From an optimization exercise on the open Yosys and OpenROAD flow, aimed at small area, a short achievable clock period and few clock cycles per item; shortcuts taken in it are not production practice.
No functional check of the RTL was part of this run.
Power is estimated from default activity; no workload was simulated.

[flow/run.sh]
#!/bin/bash
# synth_recipe.tcl (not shown) runs the flow's synth.tcl, then flattens the netlist and writes it again
# the make line also repeats each setting of config.mk as NAME=value (left out here)
make -C /OpenROAD-flow-scripts/flow DESIGN_CONFIG=/design/flow/config.mk WORK_HOME=/design/flow/orfs CLKGATE_MAP_FILE= SYNTH_SCRIPT=/design/flow/synth_recipe.tcl finish
[flow/config.mk]
export PLATFORM = sky130hd
export DESIGN_NAME = cpu_core
export DESIGN_NICKNAME = cpu_core
export VERILOG_FILES = /design/flow/design.v
export SDC_FILE = /design/flow/constraint.sdc
export NUM_CORES = 4
export LEC_CHECK = 0
export ABC_CLOCK_PERIOD_IN_PS = 3500
export CAP_MARGIN = 20
export CELL_PAD_IN_SITES_DETAIL_PLACEMENT = 1
export CELL_PAD_IN_SITES_GLOBAL_PLACEMENT = 2
export CORE_MARGIN = 2
export CORE_UTILIZATION = 35
export SETUP_SLACK_MARGIN = 5
export SLEW_MARGIN = 20
[flow/constraint.sdc]
create_clock -name core_clock -period 9.0 [get_ports {clk}]
set_input_delay 1.8000 -clock core_clock [delete_from_list [all_inputs] [get_ports {clk}]]
set_output_delay 1.8000 -clock core_clock [all_outputs]
set_load 0.01 [all_outputs]
[flow/design.v]
`default_nettype none
package cpu_pkg;
    localparam logic [2:0] F3_ADD  = 3'b000;
    localparam logic [2:0] F3_SLL  = 3'b001;
    localparam logic [2:0] F3_SLT  = 3'b010;
    localparam logic [2:0] F3_SLTU = 3'b011;
    localparam logic [2:0] F3_XOR  = 3'b100;
    localparam logic [2:0] F3_SR   = 3'b101;
    localparam logic [2:0] F3_OR   = 3'b110;
    localparam logic [2:0] F3_AND  = 3'b111;
endpackage
`default_nettype wire
`default_nettype none
module register_file (
    input  wire                        clk,
    input  wire                        rstn,
    input  wire [5-1:0]   rd_idx,
    input  wire                        rd_zero,      
    output logic [32-1:0]       rd_data,
    input  wire                        wr_en,
    input  wire [5-1:0]   wr_idx,
    input  wire [32-1:0]        wr_data
);
    logic [32-1:0]      regs  [32];
    logic [32-1:0] valid;
    assign valid[0] = 1'b0;
    for (genvar i = 1; i < 32; i++) begin : g_valid
        always_ff @(posedge clk or negedge rstn) begin
            if (!rstn) begin
                valid[i] <= 1'b0;
            end else if (wr_en && wr_idx == i) begin
                valid[i] <= 1'b1;
            end
        end
    end
    assign regs[0] = '0;
    for (genvar i = 1; i < 32; i++) begin : g_reg
        always_ff @(posedge clk) begin
            if (wr_en && wr_idx == i) begin
                regs[i] <= wr_data;
            end
        end
    end
    always_comb begin
        rd_data = '0;
        for (int i = 1; i < 32; i++) begin
            rd_data = rd_data | (regs[i] & {32{valid[i] && !rd_zero && rd_idx == i}});
        end
    end
endmodule
`default_nettype wire
`default_nettype none
module dispatch_unit (
    input  wire                          clk,
    input  wire                          rstn,
    input  wire                          psel,
    input  wire                          penable,
    input  wire                          pwrite,
    input  wire [12-1:0]    paddr,
    input  wire [32-1:0]          pwdata,
    output logic [32-1:0]         prdata,
    output logic                         pready,
    output logic                         pslverr,
    output logic [5-1:0]    rd_idx,
    output logic                         rd_zero,
    input  wire [32-1:0]          rd_data,
    output logic [2:0]                   ex_f3,
    output logic                         ex_alt,
    output logic [32-1:0]         ex_a,
    output logic [32-1:0]         ex_b,
    input  wire [32-1:0]          ex_y,
    output logic                         wr_en,
    output logic [5-1:0]    wr_idx
);
    logic                        instr_addr;
    logic                        status_addr;
    logic                        reg_addr;
    logic [6:0]                  opcode;
    logic [2:0]                  funct3;
    logic [6:0]                  funct7;
    logic                        is_op;
    logic                        is_imm;
    logic                        legal;
    logic                        err;
    logic                        fwd;
    logic [32-1:0]        opnd;
    logic [32-1:0]        opa_q;
    logic                        err_q;
    assign instr_addr  = paddr == 12'h000;
    assign status_addr = paddr == 12'h004;
    assign reg_addr    = paddr[11:7] == 5'b00001 && paddr[1:0] == 2'b00;
    assign opcode = pwdata[6:0];
    assign funct3 = pwdata[14:12];
    assign funct7 = pwdata[31:25];
    assign is_op  = opcode == 7'b0110011;
    assign is_imm = opcode == 7'b0010011;
    always_comb begin
        legal = 1'b0;
        if (is_op) begin
            legal = funct7 == 7'h00 || (funct7 == 7'h20 && (funct3 == 3'b000 || funct3 == 3'b101));
        end else if (is_imm) begin
            if (funct3 == 3'b001)      legal = funct7 == 7'h00;
            else if (funct3 == 3'b101) legal = funct7 == 7'h00 || funct7 == 7'h20;
            else                       legal = 1'b1;
        end
    end
    assign err = pwrite ? !(instr_addr && legal) : !(status_addr || reg_addr);
    assign rd_idx  = penable ? pwdata[24:20] : pwrite ? pwdata[19:15] : paddr[2 +: 5];
    assign rd_zero = !penable && !pwrite && !paddr[7];
    assign fwd  = wr_en && wr_idx == rd_idx && !rd_zero;
    assign opnd = fwd ? ex_y : rd_data;
    always_ff @(posedge clk) begin
        if (!penable) begin
            opa_q <= opnd;
        end
    end
    always_ff @(posedge clk) begin
        ex_b   <= is_imm ? {{(32 - 12){pwdata[31]}}, pwdata[31:20]} : opnd;
        ex_f3  <= funct3;
        ex_alt <= pwdata[30] && (is_op || funct3 == 3'b101);
        wr_idx <= pwdata[11:7];
        err_q  <= err;
    end
    always_ff @(posedge clk or negedge rstn) begin
        if (!rstn) begin
            wr_en <= 1'b0;
        end else begin
            wr_en <= psel && penable && pwrite && instr_addr && legal && pwdata[11:7] != '0;
        end
    end
    assign ex_a    = opa_q;
    assign prdata  = opa_q;
    assign pready  = 1'b1;
    assign pslverr = err_q;
endmodule
`default_nettype wire
`default_nettype none
module alu_lane (
    input  wire [2:0]              f3,
    input  wire                    alt,     
    input  wire [32-1:0]    a,
    input  wire [32-1:0]    b,
    output logic [32-1:0]   y
);
    logic [4:0]           shamt;
    logic                 sub;
    logic [32-1:0] sum;
    logic                 lt;
    logic                 ltu;
    logic                 left;
    logic                 fill;
    logic [32-1:0] a_rev;
    logic [32-1:0] sh_in;
    logic [32-1:0] sh_out;
    logic [32-1:0] sh_rev;
    assign shamt = b[4:0];
    assign sub   = alt | f3[1];
    assign sum   = a + (b ^ {32{sub}}) + {{(32 - 1){1'b0}}, sub};
    assign lt    = (a[31] ^ b[31]) ? a[31] : sum[31];
    assign ltu   = (a[31] ^ b[31]) ? b[31] : sum[31];
    for (genvar i = 0; i < 32; i++) begin : g_rev
        assign a_rev[i]  = a[32-1-i];
        assign sh_rev[i] = sh_out[32-1-i];
    end
    assign left   = ~f3[2];
    assign fill   = alt & a[31] & ~left;
    assign sh_in  = left ? a_rev : a;
    assign sh_out = $signed({fill, sh_in}) >>> shamt;
    always_comb begin
        case (f3)
            cpu_pkg::F3_ADD:  y = sum;
            cpu_pkg::F3_SLL:  y = sh_rev;
            cpu_pkg::F3_SLT:  y = {{(32 - 1){1'b0}}, lt};
            cpu_pkg::F3_SLTU: y = {{(32 - 1){1'b0}}, ltu};
            cpu_pkg::F3_XOR:  y = a ^ b;
            cpu_pkg::F3_SR:   y = sh_out;
            cpu_pkg::F3_OR:   y = a | b;
            default:          y = a & b;
        endcase
    end
endmodule
`default_nettype wire
`default_nettype none
module cpu_core (
    input  wire                         clk,
    input  wire                         rstn,
    input  wire                         psel,
    input  wire                         penable,
    input  wire                         pwrite,
    input  wire [12-1:0]   paddr,
    input  wire [32-1:0]         pwdata,
    output logic [32-1:0]        prdata,
    output logic                        pready,
    output logic                        pslverr
);
    logic [5-1:0] rd_idx;
    logic                      rd_zero;
    logic [32-1:0]      rd_data;
    logic [2:0]                ex_f3;
    logic                      ex_alt;
    logic [32-1:0]      ex_a;
    logic [32-1:0]      ex_b;
    logic [32-1:0]      ex_y;
    logic                      wr_en;
    logic [5-1:0] wr_idx;
    dispatch_unit u_dispatch (.*);
    alu_lane u_alu (
        .f3  (ex_f3),
        .alt (ex_alt),
        .a   (ex_a),
        .b   (ex_b),
        .y   (ex_y)
    );
    register_file u_regs (
        .*,
        .wr_data (ex_y)
    );
endmodule
`default_nettype wire
==> summary.txt <==
-- routing by layer --
layer,GRT usage,routed length [um]
met5,0,30
met4,0.0761,5970
met3,0.0514,17700
met2,0.473,101000
met1,0.432,94300
-- placed cells by master (no fill, tap or decap), types with 56 or more instances in the layout --
master / Yosys / layout
a21oi_1: 129 / 116
a22o_1: 68 / 66
a22oi_1: 327 / 291
buf_12: 0 / 64
buf_4: 4 / 261
clkbuf_16: 0 / 119
clkdlybuf4s50_1: 0 / 63
edfxtp_1: 1024 / 1024
ha_1: 94 / 92
inv_1: 86 / 82
mux4_2: 56 / 56
nand2_1: 170 / 163
nand3_1: 89 / 71
nand4_1: 76 / 76
nor2_1: 160 / 122
o21ai_0: 77 / 61
-- power by group --
part           switching, mW  internal, mW
Combinational          0.646         0.311
Sequential            0.0118          5.68
Clock                   2.03          2.48
Total                   2.69          8.46
-- worst reg2reg max path: stages (launching register included) --
cell     delay, ns
dfxtp_2       0.32
buf_6         0.19
buf_12        0.29
inv_1         0.13
buf_6         0.31
mux4_2        0.64
mux2i_2       0.43
mux2i_1       0.15
o21ai_0       0.37
nor2_1        0.12
o32a_1        0.35
buf_4         0.26
o21a_1        0.24
-- repair_timing --
| item | 4_1_cts | 5_1_grt |
|---|---|---|
| pin swaps | 110 | 102 |
| hold buffers | 0 | 0 |
| endpoints found under the setup margin | 1072 | 607 |
| buffers inserted | 180 | 60 |
| gates cloned | 36 | 12 |
| resized for setup | 448 | 136 |
-- area by class of cell --
cell class,count,area share
Sequential cell,1098,0.535
Tap cell,1781,0.0368
Clock inverter,51,0.00782
Timing Repair inverter,4,0.000454
Clock buffer,152,0.0494
Timing Repair Buffer,474,0.0860
Inverter,90,0.00590
Multi-Input combinational cell,1989,0.279
Antenna cell,3,0.000124
-- registers in the layout, summed over array words and instances (netlist names) --
name	count
u_dispatch.err_q	1
u_dispatch.ex_alt	1
u_dispatch.ex_b	32
u_dispatch.ex_f3	3
u_dispatch.opa_q	32
u_dispatch.wr_en	1
u_dispatch.wr_idx	5
u_regs.regs	992
u_regs.valid	31
-- path summary, 6_finish.rpt --
| check | startpoint | end | slack, ns | cells past startpoint |
|---|---|---|---|---|
| worst max-delay path | pwrite | u_dispatch.opa_q[4] | 4.77 | 14 |
| worst min-delay path | u_regs.valid[31] | u_regs.valid[31] | 0.46 | 1 |
| worst max register to register | u_dispatch.ex_b[1] | u_dispatch.opa_q[17] | 4.97 | 12 |
| worst min register to register | u_regs.valid[31] | u_regs.valid[31] | 0.46 | 1 |
| max in group asynchronous | rstn | u_regs.valid[16] | 7.12 | 2 |
| min in group asynchronous | rstn | u_regs.valid[5] | 1.50 | 2 |
-- per-stage QoR --
step / area [um2] / total power [mW] / hold slack, ns
after global routing: 60600 / 11.4 / 0.487
final: 60600 / 11.2 / 0.463
after global placement: 51700 / 6.49 / 0.448
after floorplan: 48400 / 6.16 / 0.430
after CTS: 59200 / 11.1 / 0.465
after detailed placement: 51800 / 6.51 / 0.453
-- cells by family after synthesis --
kind of cell | Yosys count
multiplexers | 139
flip-flops | 1098
XOR/XNOR | 50
buffers and inverters | 297
AO/OA/AOI/OAI | 901
other | 1
adder cells (fa/ha/maj) | 95
AND/OR/NAND/NOR | 785
==> results.toml <==
[outcome]
status = "complete, no violations"

[placed_design]
post-dp-hpwl_mm = 121
io_buffers = 81
gp_congestion = 0.875
dpl.cell_count = 5148
post-place-ws_ns = 2.37

[clock_tree]
clockBufferDepth = 3
cts-htree-levels = 3
clk_latency_ns = 0.76
cts_sinks = 1098
root_buffer = "clkbuf_16"
clk_pin_slew_ns = 0.06
cts_tree = "done"
cts_inserted_buffers = 111

[finish]
final_cells = 5642
multi_input_area_um2 = 16900
fillers = 13400
regArea_um2 = 32400
drive_above_1_share = 0.277
nets = 3912
finish.utilization = 0.446
area_growth_pct = 26.1

[yosys]
syn_area_per_cell_um2 = 14.3
synth-adder-area-share = 0.0249
synth_top_family_by_area = "compound AO/OA/AOI/OAI gates"
synth_top_area_cell = "edfxtp_1"
synth_warnings = 4
yosysSeqAreaShare = 0.674
synth_mux_area_frac = 0.0447
synthSimpleGateAreaFrac = 0.0842
synth_cells = 3366
synth_cell_types = 86
post-synth-top-count-cell = "edfxtp_1"
synth_area_um2 = 48100
synth_top_area_frac = 0.640
synthTopCellsByCount = "edfxtp_1 (1024), a22oi_1 (327), nand2_1 (170)"
syn-num-nets = 3510
synthArstFlopShare = 0.0291
ys_top_cells_by_area = "edfxtp_1 (64%), a22oi_1 (5.1%), mux4_2 (2.6%)"
synth-edff-count = 1024
synth.ff_latch_count = 1098
synth_compound_area_frac = 0.138
synth-xor-area-share = 0.00911
synth_ff_type = "edfxtp_1"

[critical_path]
crit_path_start_kind = "input port"
crit_chain = "buf_12 -> mux2_4 -> o21ai_4 -> buf_6 -> nor3_4 -> buf_6 -> and3_4 -> buf_4 -> a22o_1 -> a221oi_2 -> nand4_1 -> nor3_2 -> buf_4 -> a21oi_2"
endpoint_kind = "flip-flop"
criticalPathCategory = "input port to flip-flop"
crit_family = "simple AND/OR/NAND/NOR gates"
cp.arrival_ns = 4.68
critical_path.max_fanout = 7
cp.required_ns = 9.45
critical-path-slowest-cell = "nand4_1"
cpPeakStageDelay_ns = 0.57
worst-path-buf-inv = 5

[timing]
hold_violations = 0
setup_violations = 0
worst_slew_pin_slew_ns = 1.03
rsz0062_at_grt = "true"
clock.fmax_ghz = 0.236
final-max-slew-violation-count = 0
clock_skew_ns = 0.0499
min_period_ns = 4.23
finalCritPeriodShare = 0.470
relSlewSlack = 0.309
worst_slack_ns = 4.77
finalSetupTns_ns = 0

[run]
maxCapViolations = 0

[route]
drt-total-wl_mm = 219
routedWlPerCell_um = 38.7
via_count = 35600
viasPerCell = 6.31
ant_nets = 0
drt-pass1-iter-count = 6
drcViolationCount = 0
drt_iter0_markers = 4559

[global_routing]
grt_pass1_wl_mm = 294
grt-ovfl-total = 0
grt_pass1_vias = 34700
antenna_found_initial = 15
grt_max_degree = 56
grtUsageTotal = 0.301

[floorplan]
io_pins = 83
fp.dieH_um = 375
initial_core_util = 0.354
die_w_um = 375
dieArea_um2 = 140000
design.core.area_um2 = 136000
rows = 135

[power_and_ir_drop]
peakVddDrop_uv = 252
p_leak_nw = 21.0
power_density_nw_per_um2 = 184

[worst_hold_path]
hp-class = "flip-flop to flip-flop"

-- afterwards: timing with drivers on the ports --
In the flow no input, the clock included, has a driving cell. The finished layout below was timed again as built, in two steps. Step 1 (the two cells are an assumption about what drives the block):
set clk [get_ports {clk}]
set_driving_cell -lib_cell sky130_fd_sc_hd__clkbuf_16 $clk
set_driving_cell -lib_cell sky130_fd_sc_hd__buf_2 [delete_from_list [all_inputs] $clk]
Step 2 also shifts input and output timing later by t, the mid clock arrival at the registers, as if the neighbouring blocks saw the same clock. Three values: ideal, step 1, step 2; two values: the first two.
t, ns: 0.808
setup WS [ns]: 4.771 / 4.715 / 3.907
clock arrival spread, ns: 0.050 / 0.050
worst register clock-pin slew, ns: 0.09 / 0.09
cell pins on the clock port's net: 1
After both steps this run still meets setup and hold. The setup slack of this run moves by -0.056 ns with the drivers and by -0.864 ns with both steps.
